This is an optimization exercise on Yosys and OpenROAD, whose aim is small area, a short achievable clock period and few clock cycles per item, not a production implementation. In this exercise RTL edits were held to simulation tests only and were not proved equivalent to the original. Power is estimated from default activity; no workload was simulated.

--- design.v ---
package tx_zc_pkg;
    localparam int ZC_NZC_W_DEF = 12;
    localparam int ZC_OUT_W_DEF = 12;
    localparam int ZC_INV_W_DEF = 18;
    localparam int ZC_T_MULT = 24;
endpackage
module tx_zc_mul (
    input  logic        clk,
    input  logic        i_en,
    input  logic [16:0] i_th,
    input  logic [17:0] i_inv,
    output logic [11:0] o_y,
    output logic [16:0] o_p
);
    logic [18:0] thx;
    logic [8:0]  w_neg, w_one, w_two;
    logic [8:0]  neg, one, two;
    logic        r_dsgn;
    logic [18:0] pp0;
    logic [18:0] pp1;
    logic [18:0] pp2;
    logic [18:0] pp3;
    logic [18:0] pp4;
    logic [18:0] pp5;
    logic [18:0] pp6;
    logic [18:0] pp7;
    logic [18:0] pp8;
    logic [34:0] ra, rb;
    logic [34:6] r_a, r_b;
    logic        r_sgn, r_c6;
    logic [6:0]  w_l6;
    logic s1;
    logic c2;
    logic s3;
    logic c4;
    logic s5;
    logic c6;
    logic s7;
    logic c8;
    logic s9;
    logic c10;
    logic s11;
    logic c12;
    logic s13;
    logic c14;
    logic s15;
    logic c16;
    logic s17;
    logic c18;
    logic s19;
    logic c20;
    logic s21;
    logic c22;
    logic s23;
    logic c24;
    logic s25;
    logic c26;
    logic s27;
    logic c28;
    logic s29;
    logic c30;
    logic s31;
    logic c32;
    logic s33;
    logic c34;
    logic s35;
    logic c36;
    logic s37;
    logic c38;
    logic s39;
    logic c40;
    logic s41;
    logic c42;
    logic s43;
    logic c44;
    logic s45;
    logic c46;
    logic s47;
    logic c48;
    logic s49;
    logic c50;
    logic s51;
    logic c52;
    logic s53;
    logic c54;
    logic s55;
    logic c56;
    logic s57;
    logic c58;
    logic s59;
    logic c60;
    logic s61;
    logic c62;
    logic s63;
    logic c64;
    logic s65;
    logic c66;
    logic s67;
    logic c68;
    logic s69;
    logic c70;
    logic s71;
    logic c72;
    logic s73;
    logic c74;
    logic s75;
    logic c76;
    logic s77;
    logic c78;
    logic s79;
    logic c80;
    logic s81;
    logic c82;
    logic s83;
    logic c84;
    logic s85;
    logic c86;
    logic s87;
    logic c88;
    logic s89;
    logic c90;
    logic s91;
    logic c92;
    logic s93;
    logic c94;
    logic s95;
    logic c96;
    logic s97;
    logic c98;
    logic s99;
    logic c100;
    logic s101;
    logic c102;
    logic s103;
    logic c104;
    logic s105;
    logic c106;
    logic s107;
    logic c108;
    logic s109;
    logic c110;
    logic s111;
    logic c112;
    logic s113;
    logic c114;
    logic s115;
    logic c116;
    logic s117;
    logic c118;
    logic s119;
    logic c120;
    logic s121;
    logic c122;
    logic s123;
    logic c124;
    logic s125;
    logic c126;
    logic s127;
    logic c128;
    logic s129;
    logic c130;
    logic s131;
    logic c132;
    logic s133;
    logic c134;
    logic s135;
    logic c136;
    logic s137;
    logic c138;
    logic s139;
    logic c140;
    logic s141;
    logic c142;
    logic s143;
    logic c144;
    logic s145;
    logic c146;
    logic s147;
    logic c148;
    logic s149;
    logic c150;
    logic s151;
    logic c152;
    logic s153;
    logic c154;
    logic s155;
    logic c156;
    logic s157;
    logic c158;
    logic s159;
    logic c160;
    logic s161;
    logic c162;
    logic s163;
    logic c164;
    logic s165;
    logic c166;
    logic s167;
    logic c168;
    logic s169;
    logic c170;
    logic s171;
    logic c172;
    logic s173;
    logic c174;
    logic s175;
    logic c176;
    logic s177;
    logic c178;
    logic s179;
    logic c180;
    logic s181;
    logic c182;
    logic s183;
    logic c184;
    logic s185;
    logic c186;
    logic s187;
    logic c188;
    logic s189;
    logic c190;
    logic s191;
    logic c192;
    logic s193;
    logic c194;
    logic s195;
    logic c196;
    logic s197;
    logic c198;
    logic s199;
    logic c200;
    logic s201;
    logic c202;
    logic s203;
    logic c204;
    logic s205;
    logic c206;
    logic s207;
    logic c208;
    logic s209;
    logic c210;
    logic s211;
    logic c212;
    logic s213;
    logic c214;
    logic s215;
    logic c216;
    logic s217;
    logic c218;
    logic s219;
    logic c220;
    logic s221;
    logic c222;
    logic s223;
    logic c224;
    logic s225;
    logic c226;
    logic s227;
    logic c228;
    logic s229;
    logic c230;
    logic s231;
    logic c232;
    logic s233;
    logic c234;
    logic s235;
    logic c236;
    logic s237;
    logic c238;
    logic s239;
    logic c240;
    logic s241;
    logic c242;
    logic s243;
    logic c244;
    logic s245;
    logic c246;
    logic s247;
    logic c248;
    logic s249;
    logic c250;
    logic s251;
    logic c252;
    logic s253;
    logic c254;
    logic s255;
    logic c256;
    logic s257;
    logic c258;
    logic s259;
    logic c260;
    logic s261;
    logic c262;
    logic s263;
    logic c264;
    logic s265;
    logic c266;
    logic s267;
    logic c268;
    logic s269;
    logic c270;
    logic s271;
    logic c272;
    logic s273;
    logic c274;
    logic s275;
    logic c276;
    logic s277;
    logic c278;
    logic s279;
    logic c280;
    logic s281;
    logic c282;
    logic s283;
    logic c284;
    logic s285;
    logic c286;
    logic s287;
    logic c288;
    logic s289;
    logic c290;
    logic s291;
    logic c292;
    logic s293;
    logic c294;
    logic s295;
    logic c296;
    logic s297;
    logic c298;
    logic s299;
    logic c300;
    logic s301;
    logic c302;
    logic s303;
    logic c304;
    logic s305;
    logic c306;
    assign thx = {i_th[16], i_th, 1'b0};
    always_comb begin
        for (int i = 0; i < 9; i++) begin
            w_neg[i] = thx[2*i+2] & ~(thx[2*i+1] & thx[2*i]);
            w_one[i] = thx[2*i+1] ^ thx[2*i];
            w_two[i] = (thx[2*i+2] & ~thx[2*i+1] & ~thx[2*i]) | (~thx[2*i+2] & thx[2*i+1] & thx[2*i]);
        end
    end
    always_ff @(posedge clk) begin
        if (i_en) begin
            neg    <= w_neg;
            one    <= w_one;
            two    <= w_two;
            r_dsgn <= i_th[16];
        end
    end
    assign pp0 = (({19{one[0]}} & {1'b0, i_inv}) | ({19{two[0]}} & {i_inv, 1'b0})) ^ {19{neg[0]}};
    assign pp1 = (({19{one[1]}} & {1'b0, i_inv}) | ({19{two[1]}} & {i_inv, 1'b0})) ^ {19{neg[1]}};
    assign pp2 = (({19{one[2]}} & {1'b0, i_inv}) | ({19{two[2]}} & {i_inv, 1'b0})) ^ {19{neg[2]}};
    assign pp3 = (({19{one[3]}} & {1'b0, i_inv}) | ({19{two[3]}} & {i_inv, 1'b0})) ^ {19{neg[3]}};
    assign pp4 = (({19{one[4]}} & {1'b0, i_inv}) | ({19{two[4]}} & {i_inv, 1'b0})) ^ {19{neg[4]}};
    assign pp5 = (({19{one[5]}} & {1'b0, i_inv}) | ({19{two[5]}} & {i_inv, 1'b0})) ^ {19{neg[5]}};
    assign pp6 = (({19{one[6]}} & {1'b0, i_inv}) | ({19{two[6]}} & {i_inv, 1'b0})) ^ {19{neg[6]}};
    assign pp7 = (({19{one[7]}} & {1'b0, i_inv}) | ({19{two[7]}} & {i_inv, 1'b0})) ^ {19{neg[7]}};
    assign pp8 = (({19{one[8]}} & {1'b0, i_inv}) | ({19{two[8]}} & {i_inv, 1'b0})) ^ {19{neg[8]}};
    assign s1 = pp0[16] ^ pp1[14];
    assign c2 = pp0[16] & pp1[14];
    assign s3 = pp0[17] ^ pp1[15];
    assign c4 = pp0[17] & pp1[15];
    assign s5 = pp0[18] ^ pp1[16];
    assign c6 = pp0[18] & pp1[16];
    assign s7 = pp1[17] ^ pp2[15];
    assign c8 = pp1[17] & pp2[15];
    assign s9 = pp1[18] ^ pp2[16];
    assign c10 = pp1[18] & pp2[16];
    assign s11 = ~neg[1] ^ pp2[17];
    assign c12 = ~neg[1] & pp2[17];
    assign s13 = pp0[10] ^ pp1[8];
    assign c14 = pp0[10] & pp1[8];
    assign s15 = pp0[11] ^ pp1[9];
    assign c16 = pp0[11] & pp1[9];
    assign s17 = pp0[12] ^ pp1[10] ^ pp2[8];
    assign c18 = (pp0[12] & pp1[10]) | (pp0[12] & pp2[8]) | (pp1[10] & pp2[8]);
    assign s19 = pp3[6] ^ pp4[4];
    assign c20 = pp3[6] & pp4[4];
    assign s21 = pp0[13] ^ pp1[11] ^ pp2[9];
    assign c22 = (pp0[13] & pp1[11]) | (pp0[13] & pp2[9]) | (pp1[11] & pp2[9]);
    assign s23 = pp3[7] ^ pp4[5];
    assign c24 = pp3[7] & pp4[5];
    assign s25 = pp0[14] ^ pp1[12] ^ pp2[10];
    assign c26 = (pp0[14] & pp1[12]) | (pp0[14] & pp2[10]) | (pp1[12] & pp2[10]);
    assign s27 = pp3[8] ^ pp4[6] ^ pp5[4];
    assign c28 = (pp3[8] & pp4[6]) | (pp3[8] & pp5[4]) | (pp4[6] & pp5[4]);
    assign s29 = pp6[2] ^ pp7[0];
    assign c30 = pp6[2] & pp7[0];
    assign s31 = pp0[15] ^ pp1[13] ^ pp2[11];
    assign c32 = (pp0[15] & pp1[13]) | (pp0[15] & pp2[11]) | (pp1[13] & pp2[11]);
    assign s33 = pp3[9] ^ pp4[7] ^ pp5[5];
    assign c34 = (pp3[9] & pp4[7]) | (pp3[9] & pp5[5]) | (pp4[7] & pp5[5]);
    assign s35 = pp6[3] ^ pp7[1];
    assign c36 = pp6[3] & pp7[1];
    assign s37 = pp2[12] ^ pp3[10] ^ pp4[8];
    assign c38 = (pp2[12] & pp3[10]) | (pp2[12] & pp4[8]) | (pp3[10] & pp4[8]);
    assign s39 = pp5[6] ^ pp6[4] ^ pp7[2];
    assign c40 = (pp5[6] & pp6[4]) | (pp5[6] & pp7[2]) | (pp6[4] & pp7[2]);
    assign s41 = pp8[0] ^ neg[8] ^ s1;
    assign c42 = (pp8[0] & neg[8]) | (pp8[0] & s1) | (neg[8] & s1);
    assign s43 = pp2[13] ^ pp3[11] ^ pp4[9];
    assign c44 = (pp2[13] & pp3[11]) | (pp2[13] & pp4[9]) | (pp3[11] & pp4[9]);
    assign s45 = pp5[7] ^ pp6[5] ^ pp7[3];
    assign c46 = (pp5[7] & pp6[5]) | (pp5[7] & pp7[3]) | (pp6[5] & pp7[3]);
    assign s47 = pp8[1] ^ s3 ^ c2;
    assign c48 = (pp8[1] & s3) | (pp8[1] & c2) | (s3 & c2);
    assign s49 = pp2[14] ^ pp3[12] ^ pp4[10];
    assign c50 = (pp2[14] & pp3[12]) | (pp2[14] & pp4[10]) | (pp3[12] & pp4[10]);
    assign s51 = pp5[8] ^ pp6[6] ^ pp7[4];
    assign c52 = (pp5[8] & pp6[6]) | (pp5[8] & pp7[4]) | (pp6[6] & pp7[4]);
    assign s53 = pp8[2] ^ s5 ^ c4;
    assign c54 = (pp8[2] & s5) | (pp8[2] & c4) | (s5 & c4);
    assign s55 = pp3[13] ^ pp4[11] ^ pp5[9];
    assign c56 = (pp3[13] & pp4[11]) | (pp3[13] & pp5[9]) | (pp4[11] & pp5[9]);
    assign s57 = pp6[7] ^ pp7[5] ^ pp8[3];
    assign c58 = (pp6[7] & pp7[5]) | (pp6[7] & pp8[3]) | (pp7[5] & pp8[3]);
    assign s59 = neg[0] ^ s7 ^ c6;
    assign c60 = (neg[0] & s7) | (neg[0] & c6) | (s7 & c6);
    assign s61 = pp3[14] ^ pp4[12] ^ pp5[10];
    assign c62 = (pp3[14] & pp4[12]) | (pp3[14] & pp5[10]) | (pp4[12] & pp5[10]);
    assign s63 = pp6[8] ^ pp7[6] ^ pp8[4];
    assign c64 = (pp6[8] & pp7[6]) | (pp6[8] & pp8[4]) | (pp7[6] & pp8[4]);
    assign s65 = neg[0] ^ s9 ^ c8;
    assign c66 = (neg[0] & s9) | (neg[0] & c8) | (s9 & c8);
    assign s67 = pp3[15] ^ pp4[13] ^ pp5[11];
    assign c68 = (pp3[15] & pp4[13]) | (pp3[15] & pp5[11]) | (pp4[13] & pp5[11]);
    assign s69 = pp6[9] ^ pp7[7] ^ pp8[5];
    assign c70 = (pp6[9] & pp7[7]) | (pp6[9] & pp8[5]) | (pp7[7] & pp8[5]);
    assign s71 = ~neg[0] ^ s11 ^ c10;
    assign c72 = (~neg[0] & s11) | (~neg[0] & c10) | (s11 & c10);
    assign s73 = pp2[18] ^ pp3[16] ^ pp4[14];
    assign c74 = (pp2[18] & pp3[16]) | (pp2[18] & pp4[14]) | (pp3[16] & pp4[14]);
    assign s75 = pp5[12] ^ pp6[10] ^ pp7[8];
    assign c76 = (pp5[12] & pp6[10]) | (pp5[12] & pp7[8]) | (pp6[10] & pp7[8]);
    assign s77 = ~(pp8[6] ^ c12);
    assign c78 = pp8[6] | c12;
    assign s79 = ~neg[2] ^ pp3[17] ^ pp4[15];
    assign c80 = (~neg[2] & pp3[17]) | (~neg[2] & pp4[15]) | (pp3[17] & pp4[15]);
    assign s81 = pp5[13] ^ pp6[11] ^ pp7[9];
    assign c82 = (pp5[13] & pp6[11]) | (pp5[13] & pp7[9]) | (pp6[11] & pp7[9]);
    assign s83 = pp3[18] ^ pp4[16] ^ pp5[14];
    assign c84 = (pp3[18] & pp4[16]) | (pp3[18] & pp5[14]) | (pp4[16] & pp5[14]);
    assign s85 = pp6[12] ^ pp7[10];
    assign c86 = pp6[12] & pp7[10];
    assign s87 = ~neg[3] ^ pp4[17] ^ pp5[15];
    assign c88 = (~neg[3] & pp4[17]) | (~neg[3] & pp5[15]) | (pp4[17] & pp5[15]);
    assign s89 = pp4[18] ^ pp5[16];
    assign c90 = pp4[18] & pp5[16];
    assign s91 = pp0[6] ^ pp1[4];
    assign c92 = pp0[6] & pp1[4];
    assign s93 = pp0[7] ^ pp1[5];
    assign c94 = pp0[7] & pp1[5];
    assign s95 = pp0[8] ^ pp1[6] ^ pp2[4];
    assign c96 = (pp0[8] & pp1[6]) | (pp0[8] & pp2[4]) | (pp1[6] & pp2[4]);
    assign s97 = pp3[2] ^ pp4[0];
    assign c98 = pp3[2] & pp4[0];
    assign s99 = pp0[9] ^ pp1[7] ^ pp2[5];
    assign c100 = (pp0[9] & pp1[7]) | (pp0[9] & pp2[5]) | (pp1[7] & pp2[5]);
    assign s101 = pp3[3] ^ pp4[1];
    assign c102 = pp3[3] & pp4[1];
    assign s103 = pp2[6] ^ pp3[4] ^ pp4[2];
    assign c104 = (pp2[6] & pp3[4]) | (pp2[6] & pp4[2]) | (pp3[4] & pp4[2]);
    assign s105 = pp5[0] ^ neg[5] ^ s13;
    assign c106 = (pp5[0] & neg[5]) | (pp5[0] & s13) | (neg[5] & s13);
    assign s107 = pp2[7] ^ pp3[5] ^ pp4[3];
    assign c108 = (pp2[7] & pp3[5]) | (pp2[7] & pp4[3]) | (pp3[5] & pp4[3]);
    assign s109 = pp5[1] ^ s15 ^ c14;
    assign c110 = (pp5[1] & s15) | (pp5[1] & c14) | (s15 & c14);
    assign s111 = pp5[2] ^ pp6[0] ^ neg[6];
    assign c112 = (pp5[2] & pp6[0]) | (pp5[2] & neg[6]) | (pp6[0] & neg[6]);
    assign s113 = s17 ^ s19 ^ c16;
    assign c114 = (s17 & s19) | (s17 & c16) | (s19 & c16);
    assign s115 = pp5[3] ^ pp6[1] ^ s21;
    assign c116 = (pp5[3] & pp6[1]) | (pp5[3] & s21) | (pp6[1] & s21);
    assign s117 = s23 ^ c18 ^ c20;
    assign c118 = (s23 & c18) | (s23 & c20) | (c18 & c20);
    assign s119 = neg[7] ^ s25 ^ s27;
    assign c120 = (neg[7] & s25) | (neg[7] & s27) | (s25 & s27);
    assign s121 = s29 ^ c22 ^ c24;
    assign c122 = (s29 & c22) | (s29 & c24) | (c22 & c24);
    assign s123 = s31 ^ s33 ^ s35;
    assign c124 = (s31 & s33) | (s31 & s35) | (s33 & s35);
    assign s125 = c26 ^ c28 ^ c30;
    assign c126 = (c26 & c28) | (c26 & c30) | (c28 & c30);
    assign s127 = s37 ^ s39 ^ s41;
    assign c128 = (s37 & s39) | (s37 & s41) | (s39 & s41);
    assign s129 = c32 ^ c34 ^ c36;
    assign c130 = (c32 & c34) | (c32 & c36) | (c34 & c36);
    assign s131 = s43 ^ s45 ^ s47;
    assign c132 = (s43 & s45) | (s43 & s47) | (s45 & s47);
    assign s133 = c38 ^ c40 ^ c42;
    assign c134 = (c38 & c40) | (c38 & c42) | (c40 & c42);
    assign s135 = s49 ^ s51 ^ s53;
    assign c136 = (s49 & s51) | (s49 & s53) | (s51 & s53);
    assign s137 = c44 ^ c46 ^ c48;
    assign c138 = (c44 & c46) | (c44 & c48) | (c46 & c48);
    assign s139 = s55 ^ s57 ^ s59;
    assign c140 = (s55 & s57) | (s55 & s59) | (s57 & s59);
    assign s141 = c50 ^ c52 ^ c54;
    assign c142 = (c50 & c52) | (c50 & c54) | (c52 & c54);
    assign s143 = s61 ^ s63 ^ s65;
    assign c144 = (s61 & s63) | (s61 & s65) | (s63 & s65);
    assign s145 = c56 ^ c58 ^ c60;
    assign c146 = (c56 & c58) | (c56 & c60) | (c58 & c60);
    assign s147 = s67 ^ s69 ^ s71;
    assign c148 = (s67 & s69) | (s67 & s71) | (s69 & s71);
    assign s149 = c62 ^ c64 ^ c66;
    assign c150 = (c62 & c64) | (c62 & c66) | (c64 & c66);
    assign s151 = s73 ^ s75 ^ s77;
    assign c152 = (s73 & s75) | (s73 & s77) | (s75 & s77);
    assign s153 = c68 ^ c70 ^ c72;
    assign c154 = (c68 & c70) | (c68 & c72) | (c70 & c72);
    assign s155 = pp8[7] ^ s79 ^ s81;
    assign c156 = (pp8[7] & s79) | (pp8[7] & s81) | (s79 & s81);
    assign s157 = c74 ^ c76 ^ c78;
    assign c158 = (c74 & c76) | (c74 & c78) | (c76 & c78);
    assign s159 = ~(pp8[8] ^ s83);
    assign c160 = pp8[8] | s83;
    assign s161 = s85 ^ c80 ^ c82;
    assign c162 = (s85 & c80) | (s85 & c82) | (c80 & c82);
    assign s163 = pp6[13] ^ pp7[11] ^ pp8[9];
    assign c164 = (pp6[13] & pp7[11]) | (pp6[13] & pp8[9]) | (pp7[11] & pp8[9]);
    assign s165 = s87 ^ c84 ^ c86;
    assign c166 = (s87 & c84) | (s87 & c86) | (c84 & c86);
    assign s167 = pp6[14] ^ pp7[12] ^ pp8[10];
    assign c168 = (pp6[14] & pp7[12]) | (pp6[14] & pp8[10]) | (pp7[12] & pp8[10]);
    assign s169 = ~(s89 ^ c88);
    assign c170 = s89 | c88;
    assign s171 = ~neg[4] ^ pp5[17] ^ pp6[15];
    assign c172 = (~neg[4] & pp5[17]) | (~neg[4] & pp6[15]) | (pp5[17] & pp6[15]);
    assign s173 = pp7[13] ^ pp8[11] ^ c90;
    assign c174 = (pp7[13] & pp8[11]) | (pp7[13] & c90) | (pp8[11] & c90);
    assign s175 = pp5[18] ^ pp6[16] ^ pp7[14];
    assign c176 = (pp5[18] & pp6[16]) | (pp5[18] & pp7[14]) | (pp6[16] & pp7[14]);
    assign s177 = ~pp8[12];
    assign c178 = pp8[12];
    assign s179 = ~neg[5] ^ pp6[17] ^ pp7[15];
    assign c180 = (~neg[5] & pp6[17]) | (~neg[5] & pp7[15]) | (pp6[17] & pp7[15]);
    assign s181 = pp6[18] ^ pp7[16];
    assign c182 = pp6[18] & pp7[16];
    assign s183 = pp0[4] ^ pp1[2];
    assign c184 = pp0[4] & pp1[2];
    assign s185 = pp0[5] ^ pp1[3] ^ pp2[1];
    assign c186 = (pp0[5] & pp1[3]) | (pp0[5] & pp2[1]) | (pp1[3] & pp2[1]);
    assign s187 = pp2[2] ^ pp3[0] ^ neg[3];
    assign c188 = (pp2[2] & pp3[0]) | (pp2[2] & neg[3]) | (pp3[0] & neg[3]);
    assign s189 = pp2[3] ^ pp3[1] ^ s93;
    assign c190 = (pp2[3] & pp3[1]) | (pp2[3] & s93) | (pp3[1] & s93);
    assign s191 = neg[4] ^ s95 ^ s97;
    assign c192 = (neg[4] & s95) | (neg[4] & s97) | (s95 & s97);
    assign s193 = s99 ^ s101 ^ c96;
    assign c194 = (s99 & s101) | (s99 & c96) | (s101 & c96);
    assign s195 = s103 ^ s105 ^ c100;
    assign c196 = (s103 & s105) | (s103 & c100) | (s105 & c100);
    assign s197 = s107 ^ s109 ^ c104;
    assign c198 = (s107 & s109) | (s107 & c104) | (s109 & c104);
    assign s199 = s111 ^ s113 ^ c108;
    assign c200 = (s111 & s113) | (s111 & c108) | (s113 & c108);
    assign s201 = s115 ^ s117 ^ c112;
    assign c202 = (s115 & s117) | (s115 & c112) | (s117 & c112);
    assign s203 = s119 ^ s121 ^ c116;
    assign c204 = (s119 & s121) | (s119 & c116) | (s121 & c116);
    assign s205 = s123 ^ s125 ^ c120;
    assign c206 = (s123 & s125) | (s123 & c120) | (s125 & c120);
    assign s207 = s127 ^ s129 ^ c124;
    assign c208 = (s127 & s129) | (s127 & c124) | (s129 & c124);
    assign s209 = s131 ^ s133 ^ c128;
    assign c210 = (s131 & s133) | (s131 & c128) | (s133 & c128);
    assign s211 = s135 ^ s137 ^ c132;
    assign c212 = (s135 & s137) | (s135 & c132) | (s137 & c132);
    assign s213 = s139 ^ s141 ^ c136;
    assign c214 = (s139 & s141) | (s139 & c136) | (s141 & c136);
    assign s215 = s143 ^ s145 ^ c140;
    assign c216 = (s143 & s145) | (s143 & c140) | (s145 & c140);
    assign s217 = s147 ^ s149 ^ c144;
    assign c218 = (s147 & s149) | (s147 & c144) | (s149 & c144);
    assign s219 = s151 ^ s153 ^ c148;
    assign c220 = (s151 & s153) | (s151 & c148) | (s153 & c148);
    assign s221 = s155 ^ s157 ^ c152;
    assign c222 = (s155 & s157) | (s155 & c152) | (s157 & c152);
    assign s223 = s159 ^ s161 ^ c156;
    assign c224 = (s159 & s161) | (s159 & c156) | (s161 & c156);
    assign s225 = s163 ^ s165 ^ c160;
    assign c226 = (s163 & s165) | (s163 & c160) | (s165 & c160);
    assign s227 = s167 ^ s169 ^ c164;
    assign c228 = (s167 & s169) | (s167 & c164) | (s169 & c164);
    assign s229 = s171 ^ s173 ^ c168;
    assign c230 = (s171 & s173) | (s171 & c168) | (s173 & c168);
    assign s231 = s175 ^ s177 ^ c172;
    assign c232 = (s175 & s177) | (s175 & c172) | (s177 & c172);
    assign s233 = pp8[13] ^ s179 ^ c176;
    assign c234 = (pp8[13] & s179) | (pp8[13] & c176) | (s179 & c176);
    assign s235 = ~(pp8[14] ^ s181);
    assign c236 = pp8[14] | s181;
    assign s237 = ~neg[6] ^ pp7[17] ^ pp8[15];
    assign c238 = (~neg[6] & pp7[17]) | (~neg[6] & pp8[15]) | (pp7[17] & pp8[15]);
    assign s239 = pp7[18] ^ pp8[16];
    assign c240 = pp7[18] & pp8[16];
    assign s241 = pp0[2] ^ pp1[0];
    assign c242 = pp0[2] & pp1[0];
    assign s243 = pp0[3] ^ pp1[1];
    assign c244 = pp0[3] & pp1[1];
    assign s245 = pp2[0] ^ neg[2] ^ s183;
    assign c246 = (pp2[0] & neg[2]) | (pp2[0] & s183) | (neg[2] & s183);
    assign s247 = ~(s185 ^ c184);
    assign c248 = s185 | c184;
    assign s249 = s91 ^ s187 ^ c186;
    assign c250 = (s91 & s187) | (s91 & c186) | (s187 & c186);
    assign s251 = c92 ^ s189 ^ c188;
    assign c252 = (c92 & s189) | (c92 & c188) | (s189 & c188);
    assign s253 = c94 ^ s191 ^ c190;
    assign c254 = (c94 & s191) | (c94 & c190) | (s191 & c190);
    assign s255 = c98 ^ s193 ^ c192;
    assign c256 = (c98 & s193) | (c98 & c192) | (s193 & c192);
    assign s257 = c102 ^ s195 ^ c194;
    assign c258 = (c102 & s195) | (c102 & c194) | (s195 & c194);
    assign s259 = c106 ^ s197 ^ c196;
    assign c260 = (c106 & s197) | (c106 & c196) | (s197 & c196);
    assign s261 = c110 ^ s199 ^ c198;
    assign c262 = (c110 & s199) | (c110 & c198) | (s199 & c198);
    assign s263 = c114 ^ s201 ^ c200;
    assign c264 = (c114 & s201) | (c114 & c200) | (s201 & c200);
    assign s265 = c118 ^ s203 ^ c202;
    assign c266 = (c118 & s203) | (c118 & c202) | (s203 & c202);
    assign s267 = c122 ^ s205 ^ c204;
    assign c268 = (c122 & s205) | (c122 & c204) | (s205 & c204);
    assign s269 = c126 ^ s207 ^ c206;
    assign c270 = (c126 & s207) | (c126 & c206) | (s207 & c206);
    assign s271 = c130 ^ s209 ^ c208;
    assign c272 = (c130 & s209) | (c130 & c208) | (s209 & c208);
    assign s273 = c134 ^ s211 ^ c210;
    assign c274 = (c134 & s211) | (c134 & c210) | (s211 & c210);
    assign s275 = c138 ^ s213 ^ c212;
    assign c276 = (c138 & s213) | (c138 & c212) | (s213 & c212);
    assign s277 = c142 ^ s215 ^ c214;
    assign c278 = (c142 & s215) | (c142 & c214) | (s215 & c214);
    assign s279 = c146 ^ s217 ^ c216;
    assign c280 = (c146 & s217) | (c146 & c216) | (s217 & c216);
    assign s281 = c150 ^ s219 ^ c218;
    assign c282 = (c150 & s219) | (c150 & c218) | (s219 & c218);
    assign s283 = c154 ^ s221 ^ c220;
    assign c284 = (c154 & s221) | (c154 & c220) | (s221 & c220);
    assign s285 = c158 ^ s223 ^ c222;
    assign c286 = (c158 & s223) | (c158 & c222) | (s223 & c222);
    assign s287 = c162 ^ s225 ^ c224;
    assign c288 = (c162 & s225) | (c162 & c224) | (s225 & c224);
    assign s289 = c166 ^ s227 ^ c226;
    assign c290 = (c166 & s227) | (c166 & c226) | (s227 & c226);
    assign s291 = c170 ^ s229 ^ c228;
    assign c292 = (c170 & s229) | (c170 & c228) | (s229 & c228);
    assign s293 = c174 ^ s231 ^ c230;
    assign c294 = (c174 & s231) | (c174 & c230) | (s231 & c230);
    assign s295 = c178 ^ s233 ^ c232;
    assign c296 = (c178 & s233) | (c178 & c232) | (s233 & c232);
    assign s297 = c180 ^ s235 ^ c234;
    assign c298 = (c180 & s235) | (c180 & c234) | (s235 & c234);
    assign s299 = c182 ^ s237 ^ c236;
    assign c300 = (c182 & s237) | (c182 & c236) | (s237 & c236);
    assign s301 = ~(s239 ^ c238);
    assign c302 = s239 | c238;
    assign s303 = ~neg[7] ^ pp8[17] ^ c240;
    assign c304 = (~neg[7] & pp8[17]) | (~neg[7] & c240) | (pp8[17] & c240);
    assign s305 = ~pp8[18];
    assign c306 = pp8[18];
    assign ra[0] = pp0[0];
    assign rb[0] = neg[0];
    assign ra[1] = pp0[1];
    assign rb[1] = 1'b0;
    assign ra[2] = neg[1];
    assign rb[2] = s241;
    assign ra[3] = s243;
    assign rb[3] = c242;
    assign ra[4] = s245;
    assign rb[4] = c244;
    assign ra[5] = s247;
    assign rb[5] = c246;
    assign ra[6] = s249;
    assign rb[6] = c248;
    assign ra[7] = s251;
    assign rb[7] = c250;
    assign ra[8] = s253;
    assign rb[8] = c252;
    assign ra[9] = s255;
    assign rb[9] = c254;
    assign ra[10] = s257;
    assign rb[10] = c256;
    assign ra[11] = s259;
    assign rb[11] = c258;
    assign ra[12] = s261;
    assign rb[12] = c260;
    assign ra[13] = s263;
    assign rb[13] = c262;
    assign ra[14] = s265;
    assign rb[14] = c264;
    assign ra[15] = s267;
    assign rb[15] = c266;
    assign ra[16] = s269;
    assign rb[16] = c268;
    assign ra[17] = s271;
    assign rb[17] = c270;
    assign ra[18] = s273;
    assign rb[18] = c272;
    assign ra[19] = s275;
    assign rb[19] = c274;
    assign ra[20] = s277;
    assign rb[20] = c276;
    assign ra[21] = s279;
    assign rb[21] = c278;
    assign ra[22] = s281;
    assign rb[22] = c280;
    assign ra[23] = s283;
    assign rb[23] = c282;
    assign ra[24] = s285;
    assign rb[24] = c284;
    assign ra[25] = s287;
    assign rb[25] = c286;
    assign ra[26] = s289;
    assign rb[26] = c288;
    assign ra[27] = s291;
    assign rb[27] = c290;
    assign ra[28] = s293;
    assign rb[28] = c292;
    assign ra[29] = s295;
    assign rb[29] = c294;
    assign ra[30] = s297;
    assign rb[30] = c296;
    assign ra[31] = s299;
    assign rb[31] = c298;
    assign ra[32] = s301;
    assign rb[32] = c300;
    assign ra[33] = s303;
    assign rb[33] = c302;
    assign ra[34] = s305;
    assign rb[34] = c304;
    assign w_l6 = {1'b0, ra[5:0]} + {1'b0, rb[5:0]};
    always_ff @(posedge clk) begin
        if (i_en) begin
            r_a   <= ra[34:6];
            r_b   <= rb[34:6];
            r_sgn <= r_dsgn;
            r_c6  <= w_l6[6];
        end
    end
    logic [22:6] w_lo;
    logic [17:0] w_sum;
    assign w_sum = {r_a[22:6], r_c6} + {r_b[22:6], r_c6};
    assign w_lo  = w_sum[17:1];
    assign o_p  = w_lo[22:6];
    logic [34:17] w_p, w_o, w_g;
    logic         w_z0, w_z1;
    assign w_p   = r_a[34:17] ^ r_b[34:17];
    assign w_o   = r_a[34:17] | r_b[34:17];
    assign w_g   = r_a[34:17] & r_b[34:17];
    assign w_z0  = !w_lo[17] && (w_o[33:17] == w_p[34:18]);
    assign w_z1  = w_lo[17] && (w_g[33:17] == ~w_p[34:18]);
    assign o_y   = (w_z0 || w_z1) ? w_lo[17:6] : (r_sgn ? 12'h800 : 12'h7ff);
endmodule
module tx_zc_phase_gen #(
    parameter int NZC_W  = tx_zc_pkg::ZC_NZC_W_DEF,
    parameter int OUT_W  = tx_zc_pkg::ZC_OUT_W_DEF,
    parameter int INV_W  = tx_zc_pkg::ZC_INV_W_DEF,
    parameter int PH_W   = NZC_W + 5
) (
    input  logic             sys_clk,
    input  logic             rst,
    input  logic             start,
    input  logic             abort,
    input  logic [NZC_W-1:0] zc_N_zc,
    input  logic [NZC_W-1:0] zc_len,
    input  logic [NZC_W-1:0] zc_start_index,
    input  logic [PH_W-1:0]  zc_Q,
    input  logic [PH_W-1:0]  zc_P,
    input  logic [INV_W-1:0] zc_inv_T,
    input  logic             theta_ready,
    output logic             theta_valid,
    output logic [OUT_W-1:0] theta_data,
    output logic             theta_last,
    output logic             busy,
    output logic             cfg_err
);
    logic        r_busy, r_idle, r_cfg_err;
    logic        r_ph_q2;    
    logic        r_ph_e0;    
    logic        r_ph_run;   
    logic        r_ph_w1;    
    logic        r_ph_w2;    
    logic        r_ph_w3;    
    logic        r_s1_valid, r_s1_last, r_s2_valid, r_s2_last, r_out_valid, r_out_last;
    logic [11:0] r_out_data;
    logic [11:0] r_nzc;          
    logic [13:0] r_t3;           
    logic [16:0] r_q;            
    logic [16:0] r_p;            
    logic [17:0] r_inv;          
    logic [11:0] r_rem;          
    logic [11:0] r_skip;         
    logic [11:0]        r_mc;    
    logic               r_wrap;  
    logic               r_usep;  
    logic signed [16:0] r_th;    
    logic [16:0]        r_e;     
    logic [4:0]         r_z;     
    logic [4:0]         r_pm;    
    logic [13:0] w_3n;
    logic [14:0] w_qc_a, w_qc_b, w_qc_s, w_qc_c, w_qc_r;
    logic [14:0] w_pc_s, w_pc_c, w_pc_r;
    logic [15:0] w_q2_a, w_q2_b, w_q2_s, w_q2_c, w_q2x;
    logic        w_cfg_ok, w_accept, w_adv, w_step, w_done, w_last_step;
    logic [16:0] w_t, w_half;
    logic [16:0] w_q2;
    logic [18:0] w_tha, w_thb, w_tnx, w_hnx, w_ths, w_s1, w_c1, w_ths_m, w_s2, w_c2, w_thc;
    logic [16:0] w_th_nxt;
    logic        w_wrap_nxt, w_e0_nxt;
    logic [16:0] w_ea;
    logic [18:0] w_eq, w_tx, w_ed, w_s3, w_c3, w_edt;
    logic [16:0] w_e_nxt;
    logic [1:0]  w_p3;
    logic [4:0]  w_pm;
    logic [3:0]  w_zl_s;
    logic [4:0]  w_z_nxt, w_zth5;
    logic [16:0] w_zth;
    logic [17:0] r_mul_b;        
    logic [11:0] w_sat;
    logic [16:0] w_prod;
    logic        w_th_ld;
    logic [16:0] w_th_d;
    assign w_qc_a   = {3'b000, zc_N_zc};
    assign w_qc_b   = ~{1'b0, zc_N_zc, 2'b00};
    assign w_qc_s   = w_qc_a ^ w_qc_b ^ {1'b0, zc_Q[16:3]};
    assign w_qc_c   = {(w_qc_a[13:0] & w_qc_b[13:0]) | ((w_qc_a[13:0] | w_qc_b[13:0]) & zc_Q[16:3]), 1'b1};
    assign w_qc_r   = w_qc_s + w_qc_c;
    assign w_pc_s   = w_qc_a ^ w_qc_b ^ {1'b0, zc_P[16:3]};
    assign w_pc_c   = {(w_qc_a[13:0] & w_qc_b[13:0]) | ((w_qc_a[13:0] | w_qc_b[13:0]) & zc_P[16:3]), 1'b1};
    assign w_pc_r   = w_pc_s + w_pc_c;
    assign w_cfg_ok = (zc_N_zc[11:2] != '0 || zc_N_zc[1:0] == 2'd3) && (zc_len != '0) &&
                      (zc_start_index < zc_len) && w_qc_r[14] && w_pc_r[14];
    assign w_accept = !r_busy && start && w_cfg_ok;
    assign w_adv       = !(r_out_valid && !theta_ready);
    assign w_step      = w_adv && r_ph_run;
    assign w_last_step = (r_rem == 12'd1);
    assign w_done      = r_out_valid && r_out_last && theta_ready;
    assign w_t    = {r_t3, 3'b000};
    assign w_half = {1'b0, r_t3, 2'b00};
    assign w_3n    = 14'(r_nzc) + {1'b0, r_nzc, 1'b0};
    assign w_q2_a  = {4'b0000, r_nzc};
    assign w_q2_b  = ~{2'b00, r_nzc, 2'b00};
    assign w_q2_s  = w_q2_a ^ w_q2_b ^ {1'b0, r_q[16:2]};
    assign w_q2_c  = {(w_q2_a[14:0] & w_q2_b[14:0]) | ((w_q2_a[14:0] | w_q2_b[14:0]) & r_q[16:2]), 1'b1};
    assign w_q2x   = w_q2_s + w_q2_c;
    assign w_q2    = w_q2x[15] ? {r_q[15:0], 1'b0} : {w_q2x[13:0], r_q[1:0], 1'b0};
    assign w_tha  = {r_th[16], r_th[16], r_th};
    assign w_thb  = {2'b00, r_e};
    assign w_tnx  = ~{2'b00, w_t};
    assign w_hnx  = ~{2'b00, w_half};
    assign w_ths  = w_tha + w_thb;
    assign w_s1   = w_tha ^ w_thb ^ w_tnx;
    assign w_c1   = {(w_tha[17:0] & w_thb[17:0]) | (w_tha[17:0] & w_tnx[17:0]) | (w_thb[17:0] & w_tnx[17:0]), 1'b1};
    assign w_ths_m = w_s1 + w_c1;
    assign w_s2   = w_tha ^ w_thb ^ w_hnx;
    assign w_c2   = {(w_tha[17:0] & w_thb[17:0]) | (w_tha[17:0] & w_hnx[17:0]) | (w_thb[17:0] & w_hnx[17:0]), 1'b1};
    assign w_thc  = w_s2 + w_c2;
    assign w_th_nxt = w_thc[18] ? w_ths[16:0] : w_ths_m[16:0];
    assign w_ea   = r_usep ? r_p : r_e;
    assign w_eq   = ~{2'b00, r_q};
    assign w_tx   = {2'b00, w_t};
    assign w_ed   = {2'b00, w_ea} - {2'b00, r_q};
    assign w_s3   = {2'b00, w_ea} ^ w_eq ^ w_tx;
    assign w_c3   = {({1'b0, w_ea} & w_eq[17:0]) | ({1'b0, w_ea} & w_tx[17:0]) | (w_eq[17:0] & w_tx[17:0]), 1'b1};
    assign w_edt  = w_s3 + w_c3;
    assign w_e_nxt = w_ed[18] ? w_edt[16:0] : w_ed[16:0];
    function automatic logic [1:0] add3(input logic [1:0] a, input logic [1:0] b);
        case ({a, b})
            4'b0000: add3 = 2'd0;  4'b0001: add3 = 2'd1;  4'b0010: add3 = 2'd2;
            4'b0100: add3 = 2'd1;  4'b0101: add3 = 2'd2;  4'b0110: add3 = 2'd0;
            4'b1000: add3 = 2'd2;  4'b1001: add3 = 2'd0;  4'b1010: add3 = 2'd1;
            default: add3 = 2'd0;
        endcase
    endfunction
    function automatic logic [1:0] red3(input logic [1:0] g);
        red3 = {g[1] & ~g[0], g[0] & ~g[1]};
    endfunction
    always_comb begin
        logic [1:0] r0, r1, r2, r3, r4, r5, r6;
        r0 = red3(r_p[4:3]);   r1 = red3(r_p[6:5]);   r2 = red3(r_p[8:7]);
        r3 = red3(r_p[10:9]);  r4 = red3(r_p[12:11]); r5 = red3(r_p[14:13]);
        r6 = red3(r_p[16:15]);
        w_p3 = add3(add3(add3(r0, r1), add3(r2, r3)), add3(add3(r4, r5), r6));
    end
    assign w_pm = {w_p3, r_p[2:0]};
    assign w_zl_s  = {1'b0, r_z[2:0]} + {1'b0, r_pm[2:0]};
    assign w_z_nxt = {add3(add3(r_z[4:3], r_pm[4:3]), {1'b0, w_zl_s[3]}), w_zl_s[2:0]};
    assign w_zth5  = (r_z[4:3] == 2'd2) ? {2'b11, r_z[2:0]} :
                     (r_z[4:3] == 2'd1 && r_z[2]) ? {2'b10, r_z[2:0]} : {1'b0, r_z[3], r_z[2:0]};
    assign w_zth   = {{12{w_zth5[4]}}, w_zth5};
    always_comb begin
        if (r_ph_q2)      w_th_d = '0;
        else if (r_ph_w3) w_th_d = w_prod;
        else if (r_wrap)  w_th_d = w_zth;
        else              w_th_d = w_th_nxt;
    end
    assign w_th_ld = r_ph_q2 || (w_adv && (r_ph_run || r_ph_w3));
    always_ff @(posedge sys_clk) begin
        r_mul_b <= ((r_ph_w1 && w_adv) || (r_ph_w2 && !w_adv)) ? {r_nzc, 6'b000000} : r_inv;
    end
    tx_zc_mul u_mul (.clk(sys_clk), .i_en(w_adv), .i_th(r_th), .i_inv(r_mul_b),
                     .o_y(w_sat), .o_p(w_prod));
    assign w_e0_nxt   = !rst && !abort && r_busy && r_ph_q2;
    assign w_wrap_nxt = r_ph_q2 ? 1'b0 : (w_step ? (!r_wrap && r_mc == 12'd2) : r_wrap);
    always_ff @(posedge sys_clk) begin
        if (rst || abort) begin
            r_busy      <= 1'b0;
            r_idle      <= 1'b1;
            r_ph_q2     <= 1'b0;
            r_ph_e0     <= 1'b0;
            r_ph_run    <= 1'b0;
            r_ph_w1     <= 1'b0;
            r_ph_w2     <= 1'b0;
            r_ph_w3     <= 1'b0;
            r_s1_valid  <= 1'b0;
            r_s1_last   <= 1'b0;
            r_s2_valid  <= 1'b0;
            r_s2_last   <= 1'b0;
            r_out_valid <= 1'b0;
            r_out_last  <= 1'b0;
            r_cfg_err   <= 1'b0;
        end else begin
            r_cfg_err <= !r_busy && start && !w_cfg_ok;
            if (!r_busy) begin
                r_busy  <= w_accept;
                r_idle  <= !w_accept;
                r_ph_q2 <= w_accept;
            end else begin
                if (w_done) begin
                    r_busy <= 1'b0;
                    r_idle <= 1'b1;
                end
                r_ph_q2 <= 1'b0;
                r_ph_e0 <= r_ph_q2;
                if (r_ph_e0) r_ph_run <= 1'b1;
                if (w_adv) begin
                    if (r_ph_run && (w_last_step || r_wrap)) r_ph_run <= 1'b0;
                    r_ph_w1 <= r_ph_run && !w_last_step && r_wrap;
                    r_ph_w2 <= r_ph_w1;
                    r_ph_w3 <= r_ph_w2;
                    if (r_ph_w3) r_ph_run <= 1'b1;
                end
            end
            if (w_adv) begin
                r_s1_valid  <= w_step && (r_skip == '0);
                r_s1_last   <= w_last_step;
                r_s2_valid  <= r_s1_valid;
                r_s2_last   <= r_s1_last;
                r_out_valid <= r_s2_valid;
                r_out_last  <= r_s2_last;
            end
        end
    end
    always_ff @(posedge sys_clk) begin
        if (r_idle) begin
            r_nzc  <= zc_N_zc;
            r_q    <= zc_Q;
            r_p    <= zc_P;
            r_inv  <= zc_inv_T;
            r_rem  <= zc_len;
            r_skip <= zc_start_index;
        end else begin
            if (r_ph_q2) r_q <= w_q2;
            if (w_step) begin
                r_rem <= r_rem - 12'd1;
                if (r_skip != '0) r_skip <= r_skip - 12'd1;
            end
        end
    end
    always_ff @(posedge sys_clk) begin
        if (w_th_ld) begin
            r_th <= w_th_d;
        end
        r_t3   <= w_3n;
        r_wrap <= w_wrap_nxt;
        r_usep <= w_e0_nxt || w_wrap_nxt;
        if (r_ph_q2) begin
            r_mc   <= r_nzc;
            r_pm   <= w_pm;
            r_z    <= w_pm;
        end
        if (r_ph_e0) begin
            r_e <= w_e_nxt;
        end
        if (w_step) begin
            r_e <= w_e_nxt;
            if (r_wrap) begin
                r_z    <= w_z_nxt;
                r_mc   <= r_nzc;
            end else begin
                r_mc   <= r_mc - 12'd1;
            end
        end
        if (w_adv) begin
            r_out_data <= w_sat;
        end
    end
    assign theta_valid = r_out_valid;
    assign theta_data  = r_out_data;
    assign theta_last  = r_out_last;
    assign busy        = r_busy;
    assign cfg_err     = r_cfg_err;
endmodule
--- flow/run.sh ---
#!/bin/bash
# The standard layout, with the ports buffered by buf_1 cells instead of the
# default choice of buffer cell.
set -euo pipefail
export BUFFER_PORTS_ARGS="-buffer_cell sky130_fd_sc_hd__buf_1"
bash standard.sh > standard.log 2>&1
--- standard.sh ---
#!/bin/bash
# synth_recipe.tcl (not shown) runs the flow's synth.tcl, then flattens the netlist and writes it again
# the make line also repeats each setting of config.mk as NAME=value (left out here)
make -C /OpenROAD-flow-scripts/flow DESIGN_CONFIG=/design/flow/config.mk WORK_HOME=/design/flow/orfs CLKGATE_MAP_FILE= SYNTH_SCRIPT=/design/flow/synth_recipe.tcl "${@:-finish}"
--- config.mk ---
export PLATFORM = sky130hd
export DESIGN_NAME = tx_zc_phase_gen
export DESIGN_NICKNAME = tx_zc_phase_gen
export VERILOG_FILES = /design/flow/design.v
export SDC_FILE = /design/flow/constraint.sdc
export NUM_CORES = 4
export LEC_CHECK = 0
export CAP_MARGIN = 5
export CORE_MARGIN = 2
export CORE_UTILIZATION = 40
export CTS_BUF_LIST = sky130_fd_sc_hd__clkbuf_8
export CTS_CLUSTER_DIAMETER = 60
export CTS_CLUSTER_SIZE = 20
export SETUP_SLACK_MARGIN = 4.5
export SLEW_MARGIN = 5
export TNS_END_PERCENT = 5
--- constraint.sdc ---
create_clock -name core_clock -period 8.0 [get_ports {sys_clk}]
set_input_delay 1.6000 -clock core_clock [delete_from_list [all_inputs] [get_ports {sys_clk}]]
set_output_delay 1.6000 -clock core_clock [all_outputs]
set_load 0.01 [all_outputs]
==> results.txt, run 1 <==
status=finished clean; Post-Place Cells=3723; synthesized area=27600 um2; Mapped Nets=3394; routed via count=20600; max cap viols=0; CP endpoint kind=flip-flop; initial antenna violation count=1; final std cells w/o fill=3894; Synth cell types=86; Most used DFF post-synth=edfxtp_1; clock sink count=292; final-stage net count=3537; clock slew at reported path FFs=0.11 ns; highest net fanout along the worst path=5; Final period util=45.2%; top post-synthesis cells by count=inv_1, ha_1, edfxtp_1; 1st-pass router iterations=6; Synthesis Warnings=2; Pleak=13.7 nW; Longest Clk Path Bufs=3; min cycle time layout=3.62 ns; worst relative slew slack=22.8%; clk_skew=0.0286 ns; DP HPWL=55900 um; clk latency of the worst-skew pair=0.64 ns; Die Area=71000 um2; initial DRC count=1357; Die H=267 um; Yosys top cell area share=25.9%; CTS buffer count=37; Rows=96; H-tree depth=2; clock root buffer=clkbuf_8; Fin. Hold Viols=0; min-delay worst type=flip-flop to flip-flop; CTS tree=yes; Power Dens Cells=257 nW/um2; asr flop ratio synth=0%; Setup CP Type=input pin to flip-flop; Setup TNS=0 ns; n_diodes=0; Die X=267 um; gr ovfl total=0; Syn Area/Cell=9.71 um2; Syn Inst Count=2840; post-route ant nets=0; io pins=109; Final WS setup=4.38 ns; Slew @ Worst Pin=1.16 ns; Hold-fix buffers, CTS=0; number of global-route vias before repair=21600; most frequent cell after synthesis=inv_1; Synth Register Bits=292; Total Wirelength=72600 um; Max Slew Vio Count=0; Port Buf Inserts=108; DR WL/cell=18.6 um; gr usage total=20.7%; Post-synth EDFFs=238; # setup viols final=0; RSZ-0062 raised after global routing=true; critical path launch point type=input pin; max frequency=0.276 GHz; pin count of the biggest net entering global routing=75; Initial Util=40.3%; layout cells sized above 1=10.4%; Area contributors post-synth=edfxtp_1, fa_1, ha_1; Core Area=68500 um2; Post-Place Worst Slack=3.49 ns; Yosys top cell by area=edfxtp_1; worst path required time=8.55 ns; vias per cell=5.28; Worst VDD drop=110 uV; first-pass GRT wire length=115000 um; Arr. time, crit path=4.17 ns; register area share after synthesis=29.8%; # DRC=0; routability cong.=0.889; Layout area overhead=12.1%
-- path summary, 6_finish.rpt --
path              cells past startpoint                 endpoint              startpoint  slack, ns
setup / recovery                     12      r_idle$_SDFFE_PP1P_              zc_N_zc[0]       4.38
hold / removal                        2      r_mul_b[13]$_DFF_P_     r_inv[13]$_DFFE_PP_       0.44
setup reg to reg                     10  u_mul.r_a[19]$_DFFE_PN_  u_mul.one[1]$_DFFE_PN_       4.46
hold reg to reg                       2      r_mul_b[13]$_DFF_P_     r_inv[13]$_DFFE_PP_       0.44
-- layout by cell type (no fill, tap or decap), types with 84 or more instances in the layout --
| cell | count |
|---|---|
| inv_1 | 455 |
| ha_1 | 250 |
| edfxtp_1 | 238 |
| xnor2_1 | 217 |
| nand2_1 | 202 |
| fa_1 | 199 |
| nor2_1 | 135 |
| a22oi_1 | 134 |
| buf_4 | 109 |
| xor2_1 | 104 |
| o21ai_0 | 98 |
| buf_1 | 97 |
| a21oi_1 | 84 |
-- report_power, final --
group	total (mW)	leakage [nW]	switching, mW	internal [mW]
combinational	4.36	10.3	2.47	1.90
clock	1.25	0.415	0.704	0.547
sequential	2.34	2.91	0.250	2.09
-- timing repair --
action / CTS / global route
endpoints found under the setup margin: 71 / 89
gates cloned: 1 / 1
resized for setup: 39 / 67
setup buffers: 66 / 35
pin swaps: 11 / 21
-- per-layer routing --
metal | vias to the layer above | track usage (%) | part of all wire (%)
met2 | 542 | 36.1 | 49
li1 | 9851 | - | -
met5 | - | 0 | 0
met1 | 10000 | 26.0 | 43
met3 | 138 | 2.56 | 4.6
met4 | 0 | 7.96 | 3.6
-- critical path, cell delays in order --
cell and delay [ns]:
buf_4 0.14, fa_1 0.53, inv_1 0.04, ha_1 0.26, o21a_1 0.10, o21a_1 0.16
o21a_1 0.23, o31a_1 0.25, o211ai_1 0.32, nand4_1 0.14, mux2_4 0.29, o21a_1 0.10
-- area by class of cell --
class                   instances  area, um2
clock buffers                  40        551
clock inverters                28        280
fillers                      6447      37600
inverters                     473       1790
multi-input cells            1946      17300
flip-flops and latches        292       8270
well taps                     882       1100
repair buffers                233       1590
-- per-stage QoR --
step	area (um2)	hold WS (ns)	utilization (%)	total power, mW
after floorplan	27600	0.400	-	5.43
after global placement	28700	0.435	42.0	6.42
after detailed placement	28700	0.431	42.0	6.57
after CTS	30400	0.453	44.4	7.92
after global routing	30900	0.484	45.1	8.71
final	30900	0.444	45.1	7.95
-- logic make-up after synthesis --
logic type / synth area share (%)
buf+inv: 8.33
fa+ha+maj: 26.4
mux: 1.96
simple gates: 9.33
xor+xnor: 10.3
compound gates: 13.9
flops: 29.8
-- registers in the layout, summed over array words and instances, names as in the netlist, 17 cells and up --
name / cells
r_e: 17
r_th: 17
u_mul.r_a: 29
r_p: 17
r_mul_b: 18
r_q: 17
r_inv: 18
u_mul.r_b: 29
Testbench counts, summed over its fixed seeds: cycles 47,060, items 46,621.
==> run 2, diff against run 1 <==
--- a/config.mk
+++ b/config.mk
@@ -10,6 +10,6 @@
 export CORE_UTILIZATION = 40
 export CTS_BUF_LIST = sky130_fd_sc_hd__clkbuf_8
-export CTS_CLUSTER_DIAMETER = 60
-export CTS_CLUSTER_SIZE = 20
+export CTS_CLUSTER_DIAMETER = 70
+export CTS_CLUSTER_SIZE = 24
 export SETUP_SLACK_MARGIN = 4.5
 export SLEW_MARGIN = 5
==> run 2 against run 1 <==
  * Still clean on timing, DRC and antenna
  * Cell count shrank 0.21%
  * Critical path depth grew 1
  * Setup slack gained 0.064 ns
  * Sequential share of layout area grew 0.15 points
  * Sequential power is essentially flat
  * First-iteration DRC count shrank 2.3%
==> results.txt, run 2 <==
status=finished clean; dpl cell area=28700 um2; gr ovfl total=0; Total Wirelength=72300 um; CTS buffer count=30; Most used DFF post-synth=edfxtp_1; number of global-route vias before repair=21500; Multi-input gate area=17300 um2; 1st-pass router iterations=5; Core Area=68500 um2; Initial Util=40.3%; Die X=267 um; top post-synthesis cells by count=inv_1, ha_1, edfxtp_1; critical path's slowest cell=fa_1; Max stage delay on crit path=0.50 ns; gr usage total=20.4%; Rows=96; worst relative slew slack=20.0%; Comb pwr share=56.0%; final-stage net count=3533; post-route ant nets=0; Power Dens Cells=253 nW/um2; io pins=109; highest net fanout along the worst path=5; Die Area=71000 um2; worst path required time=8.61 ns; Area contributors post-synth=edfxtp_1, fa_1, ha_1; Post-Layout Inst Area=30700 um2; Synthesis Warnings=2; Port Buf Inserts=108; fill count=6482; Layout area overhead=11.5%; Clk pwr share=13.9%; Post-Place Cells=3723; min cycle time layout=3.55 ns; clk latency of the worst-skew pair=0.71 ns; fin util=44.9%; clock root buffer=clkbuf_8; DP HPWL=55900 um; synthesized area=27600 um2; critical path launch point type=input pin; Mapped Nets=3394; Die H=267 um; switching part of the total=43.4%; commonest cells after routing, fill and taps aside=inv_1, ha_1, edfxtp_1, xnor2_1, nand2_1; part of the power in registers=30.1%; most common cell after layout, fill and taps aside=inv_1; max cap viols=0; min-delay worst type=flip-flop to flip-flop; H-tree depth=1; Slew @ Worst Pin=1.20 ns; routability cong.=0.889; Fin. Hold Viols=0; CP Cell Sequence=buf_4 > inv_2 > fa_1 > inv_1 > ha_1 > o21a_1 > o21a_1 > o21a_1 > o31a_1 > o211ai_1 > nand4_1 > mux2_4 > o21a_1; Post-synth EDFFs=238; Yosys top cell by area=edfxtp_1; CP dominant cell by count=o21a_1; clock sink count=292; Arr. time, crit path=4.17 ns; P_sw=3.38 mW; Syn Area/Cell=9.71 um2; # DRC=0; Longest Clk Path Bufs=3; CTS tree=yes; Pleak=13.6 nW; RSZ-0062 raised after global routing=true; Final period util=44.4%; Syn Inst Count=2840; most frequent cell after synthesis=inv_1; Max Slew Vio Count=0; Setup CP Type=input pin to flip-flop; initial antenna violation count=2; asr flop ratio synth=0%; Yosys top cell area share=25.9%; cell-internal power=4.40 mW; clk_skew=0.0765 ns; routed via count=20500; first-pass GRT wire length=115000 um; register area share after synthesis=29.8%; max frequency=0.281 GHz; clock slew at reported path FFs=0.11 ns; Worst VDD drop=125 uV; DR WL/cell=18.6 um; Synth cell types=86; initial DRC count=1326; layout cells sized above 1=9.72%; final std cells w/o fill=3886; Setup TNS=0 ns; top flop regs=u_mul.r_a: 29 flops, u_mul.r_b: 29 flops; vias per cell=5.28; # setup viols final=0; pin count of the biggest net entering global routing=75; CP endpoint kind=flip-flop; Reg area=8270 um2; Synth Register Bits=292
[run 2: cell types whose count changed in the layout (fill, tap and decap cells not counted), sizes merged]
cell      delta
buf          +5
bufinv       -1
clkbuf      -10
clkinv       +2
clkinvlp     -4
diode        +1
inv          -1
[run 2: critical path: cells and delay by family]
family | cells | cell delay (ns)
fa+ha+maj | 2 | 0.76
buf+inv | 3 | 0.23
compound gates | 6 | 1.14
mux | 1 | 0.29
simple gates | 1 | 0.14
[run 2: cell families after synthesis]
group / Yosys count / synth area share, %
xor gates and xnor gates: 322 / 10.3
muxes: 52 / 1.96
adders and majority gates: 461 / 26.4
DFF: 292 / 29.8
and+or+nand+nor: 547 / 9.33
AOI/OAI and AO/OA: 564 / 13.9
buffers and inverters: 602 / 8.33
[run 2: layout make-up]
type / instances / area share (%)
Multi-Input combinational cell: 1946 / 56.3
Tap cell: 882 / 3.59
Sequential cell: 292 / 26.9
Timing Repair Buffer: 236 / 5.23
Clock buffer: 32 / 1.43
Inverter: 473 / 5.82
Antenna cell: 1 / 0.00814
Clock inverter: 24 / 0.745
[run 2: worst paths after layout]
check | startpoint | endpoint | slack, ns | cells past startpoint
setup / recovery | zc_N_zc[2] | r_idle$_SDFFE_PP1P_ | 4.45 | 13
hold / removal | r_inv[0]$_DFFE_PP_ | r_mul_b[0]$_SDFF_PP0_ | 0.46 | 1
setup reg to reg | r_mul_b[12]$_DFF_P_ | u_mul.r_a[17]$_DFFE_PN_ | 4.48 | 8
hold reg to reg | r_inv[0]$_DFFE_PP_ | r_mul_b[0]$_SDFF_PP0_ | 0.46 | 1
[run 2: power by group through the flow]
stage	Sequential (mW)	Combinational, mW	Clock, mW
6_report	2.34	4.36	1.08
5_1_grt	2.38	4.97	1.18
4_1_cts	2.34	4.28	1.12
3_5_place_dp	2.41	4.16	0
3_3_place_gp	2.40	4.02	0
2_1_floorplan	2.25	3.18	0
[run 2: metal layers]
layer | wire (um) | global-route usage, %
met1 | 31000 | 25.9
met2 | 35400 | 36.0
met3 | 3320 | 2.28
met4 | 2610 | 7.17
met5 | 0 | 0
[run 2: what timing repair did]
| action | CTS | global route |
|---|---|---|
| hold buffers | 0 | 0 |
| buffers inserted | 66 | 38 |
| gates resized for setup | 42 | 55 |
| setup endpoints to repair | 69 | 80 |
| gates cloned | 1 | 1 |
| pin swaps | 12 | 19 |
[run 2: through the flow]
| step | hold WS [ns] | power [mW] | setup slack, ns |
|---|---|---|---|
| floorplan | 0.400 | 5.43 | 4.15 |
| global placement | 0.435 | 6.42 | 3.51 |
| detailed placement | 0.431 | 6.57 | 3.49 |
| CTS | 0.461 | 7.75 | 4.36 |
| global route | 0.475 | 8.53 | 4.34 |
| finish | 0.458 | 7.78 | 4.45 |
==> run 3, diff against run 2 <==
--- a/config.mk
+++ b/config.mk
@@ -14,3 +14,3 @@
 export SETUP_SLACK_MARGIN = 4.5
 export SLEW_MARGIN = 5
-export TNS_END_PERCENT = 5
+export TNS_END_PERCENT = 20
==> run 3 against run 2 <==
  * Largest cell class unchanged
  * First-iteration DRC count is 5.7% higher
  * Via count rose by 0.44%
  * Sequential power about the same
  * Sequential share of layout area down 0.11 points
==> results.txt, run 3 <==
post-synthesis mux area share=1.96%; fill count=6490; Core Area=68500 um2; Max Slew Vio Count=0; CTS buffer count=30; fin util=45.1%; Layout area overhead=12.0%; Power Total=7.81 mW; DR WL/cell=18.6 um; clk latency of the worst-skew pair=0.71 ns; routability cong.=0.889; synthesized-area fraction occupied by adder cells=26.4%; CP endpoint kind=flip-flop; hold path depth=2; Multi-input gate area=17300 um2; CP top delay family=compound AO/OA/AOI/OAI gates; Die Area=71000 um2; Die H=267 um; Post-synth EDFFs=238; clock root buffer=clkbuf_8; Worst VDD drop=123 uV; synthesized area=27600 um2; # setup viols final=0; Yosys top cell by area=edfxtp_1; RSZ-0062 raised after global routing=true; commonest cells after routing, fill and taps aside=inv_1, ha_1, edfxtp_1, xnor2_1, nand2_1; Slew @ Worst Pin=1.20 ns; top flop regs=u_mul.r_a: 29 flops, u_mul.r_b: 29 flops; Yosys top cell area share=25.9%; max cap viols=0; top post-synthesis cells by count=inv_1, ha_1, edfxtp_1; Crit path buffers/inverters=2; Initial Util=40.3%; CTS tree=yes; Final WS setup=4.44 ns; Syn Inst Count=2840; Simple-Gate Fraction of Synth Area=9.33%; Syn Area/Cell=9.71 um2; Final period util=44.5%; CP Cell Sequence=buf_4 > fa_1 > inv_1 > ha_1 > o21a_1 > o21a_1 > o21a_1 > o31a_1 > o211ai_1 > nand4_1 > mux2_4 > o21a_1; Fin. Hold Viols=0; io pins=109; Post-Layout Inst Area=30900 um2; clock slew at reported path FFs=0.11 ns; min cycle time layout=3.56 ns; worst hold slack=0.456 ns; Reg area=8270 um2; # DRC=0; largest family of logic cells by synthesized area=adder cells; Arr. time, crit path=4.16 ns; Total Wirelength=72500 um; routed via count=20600; clk_skew=0.0688 ns; most common cell after layout, fill and taps aside=inv_1; H-tree depth=1; Synth Area in Compound Gates=13.9%; Hold-fix buffers, CTS=0; XOR/XNOR Fraction of Synth Area=10.3%; vias per cell=5.30; gr usage total=20.5%; register area share after synthesis=29.8%; critical path launch point type=input pin; Synth Register Bits=292; initial DRC count=1402; max frequency=0.281 GHz; Area contributors post-synth=edfxtp_1, fa_1, ha_1; Setup TNS=0 ns; post-route ant nets=0; first-pass GRT wire length=116000 um; 1st-pass router iterations=5; Port Buf Inserts=108; R2R Setup Slk=4.47 ns; Synth cell types=86; worst path required time=8.61 ns; min-delay worst type=flip-flop to flip-flop; Setup CP Type=input pin to flip-flop; clock sink count=292; Pleak=13.7 nW; most frequent cell after synthesis=inv_1; R2R depth=15; status=finished clean; highest net fanout along the worst path=5; gr ovfl total=0; Post-Place Cells=3723; pin count of the biggest net entering global routing=75; Die X=267 um; Mapped Nets=3394; Post-Place Worst Slack=3.49 ns; initial antenna violation count=2; layout cells sized above 1=10.6%; CP Depth=12; Rows=96; DP HPWL=55900 um; number of global-route vias before repair=21600; asr flop ratio synth=0%; Most used DFF post-synth=edfxtp_1; worst relative slew slack=20.1%; Longest Clk Path Bufs=3; dpl cell area=28700 um2; Synthesis Warnings=2; Max stage delay on crit path=0.54 ns; CP dominant cell by count=o21a_1; final std cells w/o fill=3893; Power Dens Cells=253 nW/um2; final-stage net count=3540; critical path's slowest cell=fa_1
==> run 3: cell types whose count changed in the layout (fill, tap and decap cells not counted), moves of 3 or more <==
cell,change
buf_6,+3
clkbuf_2,+4
buf_4,+4
a21oi_1,-4
buf_1,-4
a21oi_2,+4
inv_2,+6
inv_1,-7
==> run 3: area by class of cell <==
| class | instances | share of cell area, % |
|---|---|---|
| Antenna cell | 1 | 0.00810 |
| Clock buffer | 32 | 1.43 |
| Clock inverter | 24 | 0.742 |
| Inverter | 473 | 5.80 |
| Multi-Input combinational cell | 1946 | 56.2 |
| Sequential cell | 292 | 26.8 |
| Tap cell | 882 | 3.57 |
| Timing Repair Buffer | 243 | 5.48 |
==> run 3: cell families after synthesis <==
family	Yosys count
buf+inv	602
flops	292
simple gates	547
xor+xnor	322
mux	52
compound gates	564
fa+ha+maj	461
==> run 3: path summary, 6_finish.rpt <==
check                   endpoint                 from
max          r_idle$_SDFFE_PP1P_           zc_N_zc[0]
min          r_mul_b[17]$_DFF_P_  r_inv[17]$_DFFE_PP_
max reg2reg    r_e[14]$_DFFE_PP_       r_usep$_DFF_P_
min reg2reg  r_mul_b[17]$_DFF_P_  r_inv[17]$_DFFE_PP_
==> run 3: worst min-delay path: stages (launching register included) <==
cell and delay (ns):
edfxtp_1 0.34, nand2_1 0.04, o21ai_0 0.05
==> run 3: timing repair <==
action                     in CTS  in global routing
gates resized for setup        69                 64
buffers inserted               79                 32
pin swaps                      21                 34
gates cloned                    2                  0
setup endpoints to repair      69                 81
==> run 3: power breakdown <==
group          internal (mW)  leakage, nW  switching [mW]
logic                   1.92         10.4            2.47
clock network          0.416        0.350           0.661
registers               2.09         2.91           0.252
==> run 3: per-layer routing <==
layer | part of all wire (%) | GRT usage [%] | wire length, um
met4 | 3.7 | 7.05 | 2660
met5 | 0 | 0 | 0
met3 | 4.4 | 2.05 | 3210
met1 | 43 | 26.1 | 31100
met2 | 49 | 36.4 | 35500
==> run 4, diff against run 3 <==
--- a/config.mk
+++ b/config.mk
@@ -14,3 +14,3 @@
 export SETUP_SLACK_MARGIN = 4.5
 export SLEW_MARGIN = 5
-export TNS_END_PERCENT = 20
+export TNS_END_PERCENT = 10
==> run 4 against run 3 <==
  * Register-to-register slack hardly changed
  * Synthesized cell count stayed put
  * Non-clock buffer count is 9 lower
  * Still clean on timing, DRC and antenna
  * Setup slack better by 0.012 ns
  * Fmax is 0.33% higher
  * Sequential share of layout area is 0.10 points higher
  * Wire length hardly changed
==> results.txt, run 4 <==
CTS tree=yes; switching part of the total=43.4%; vias per cell=5.30; routed via count=20600; critical path launch point type=input pin; CTS buffer count=30; GRT busiest layer=met2; gr ovfl total=0; Yosys top cell area share=25.9%; synthesized area=27600 um2; met1 Use GR=26.1%; io pins=109; register area share after synthesis=29.8%; Rows=96; Pleak=13.6 nW; P_sw=3.38 mW; first-pass GRT wire length=116000 um; initial DRC count=1329; Clk pwr share=13.8%; Mapped Nets=3394; Setup CP Type=input pin to flip-flop; Post-synth EDFFs=238; met3 GRT Util=2.06%; layout cells sized above 1=9.86%; Yosys top cell by area=edfxtp_1; cell-internal power=4.42 mW; Syn Inst Count=2840; most common cell after layout, fill and taps aside=inv_1; commonest cells after routing, fill and taps aside=inv_1, ha_1, edfxtp_1, xnor2_1, nand2_1; Multi-input gate area=17300 um2; status=finished clean; # setup viols final=0; min cycle time layout=3.55 ns; Reg area=8270 um2; Die Area=71000 um2; pin count of the biggest net entering global routing=75; 1st-pass router iterations=6; Die X=267 um; asr flop ratio synth=0%; worst relative slew slack=20.1%; Synthesis Warnings=2; Synth Register Bits=292; Setup TNS=0 ns; Syn Area/Cell=9.71 um2; Total Wirelength=72500 um; min-delay worst type=flip-flop to flip-flop; top flop regs=u_mul.r_a: 29 flops, u_mul.r_b: 29 flops; clk latency of the worst-skew pair=0.70 ns; most frequent cell after synthesis=inv_1; Arr. time, crit path=4.16 ns; worst path required time=8.61 ns; RSZ-0062 raised after global routing=true; Synth cell types=86; DP HPWL=55900 um; Die H=267 um; top post-synthesis cells by count=inv_1, ha_1, edfxtp_1; routability cong.=0.889; number of global-route vias before repair=21600; Max Slew Vio Count=0; part of the power in registers=30.0%; # DRC=0; Comb pwr share=56.1%; dpl cell area=28700 um2; CP endpoint kind=flip-flop; H-tree depth=1; clock root buffer=clkbuf_8; post-route ant nets=0; final-stage net count=3531; clock slew at reported path FFs=0.11 ns; R2R Setup Slk=4.47 ns; Post-Layout Inst Area=30800 um2
[run 4: worst paths after layout]
kind | from | to | cells past startpoint
worst max register to register | r_usep$_DFF_P_ | r_e[14]$_DFFE_PP_ | 15
worst min-delay path | r_inv[17]$_DFFE_PP_ | r_mul_b[17]$_DFF_P_ | 2
worst max-delay path | zc_N_zc[0] | r_idle$_SDFFE_PP1P_ | 12
worst min register to register | r_inv[17]$_DFFE_PP_ | r_mul_b[17]$_DFF_P_ | 2
[run 4: metrics by stage]
step                      util, %  power (mW)  hold slack [ns]  instances  setup WS (ns)
after floorplan                 -        5.43            0.400       2840           4.15
after global placement       42.0        6.42            0.435       3723           3.51
after detailed placement     42.0        6.57            0.431       3723           3.49
after CTS                    44.5        7.81            0.461       3860           4.37
after global routing         44.9        8.55            0.475       3884           4.31
final                        44.9        7.80            0.455       3884           4.45
[run 4: cell type report]
class	instances	area share [%]
multi-input cells	1946	56.3
repair buffers	234	5.24
clock buffers	32	1.43
clock inverters	24	0.744
well taps	882	3.59
diodes	1	0.00814
flip-flops and latches	292	26.9
inverters	473	5.82
[run 4: cells by family (layout without fill, tap and decap cells)]
| group | count (synthesis) | after routing | synth area share [%] |
|---|---|---|---|
| buffers and inverters | 602 | 763 | 8.33 |
| DFF | 292 | 292 | 29.8 |
| AOI/OAI and AO/OA | 564 | 564 | 13.9 |
| xor gates and xnor gates | 322 | 322 | 10.3 |
| adders and majority gates | 461 | 461 | 26.4 |
| other | 0 | 1 | 0 |
| and+or+nand+nor | 547 | 547 | 9.33 |
| muxes | 52 | 52 | 1.96 |
[run 4: layer usage]
metal	vias to the layer above	wire length (um)
met5	-	0
met4	0	2460
met3	129	3250
met2	538	35600
met1	10100	31200
li1	9838	-
[run 4: timing repair]
item / in CTS / in global routing
buffers inserted: 79 / 23
hold buffers: 0 / 0
gates resized for setup: 68 / 48
cloned: 2 / 0
pin swaps: 20 / 31
setup endpoints to repair: 69 / 81
[run 4: critical path, stage by stage]
cell and delay, ns:
buf_4 0.14, fa_1 0.54, inv_1 0.04, ha_1 0.26, o21a_1 0.10, o21a_1 0.16, o21a_1 0.23, o31a_1 0.25
o211ai_1 0.31, nand4_1 0.14, mux2_4 0.29, o21a_1 0.10
[run 4: power groups by stage]
stage	combinational [mW]	sequential [mW]	clock, mW
2_1_floorplan	3.18	2.25	0
3_3_place_gp	4.02	2.40	0
3_5_place_dp	4.16	2.41	0
4_1_cts	4.35	2.34	1.12
5_1_grt	5.00	2.38	1.18
6_report	4.38	2.34	1.08

Setup slack of run 4, layout unchanged: 4.454 ns with ideal ports, 4.466 ns with driving cells assumed (clock clkbuf_16, inputs buf_2), 3.760 ns with port delays also shifted by the 0.734 ns mid clock arrival.
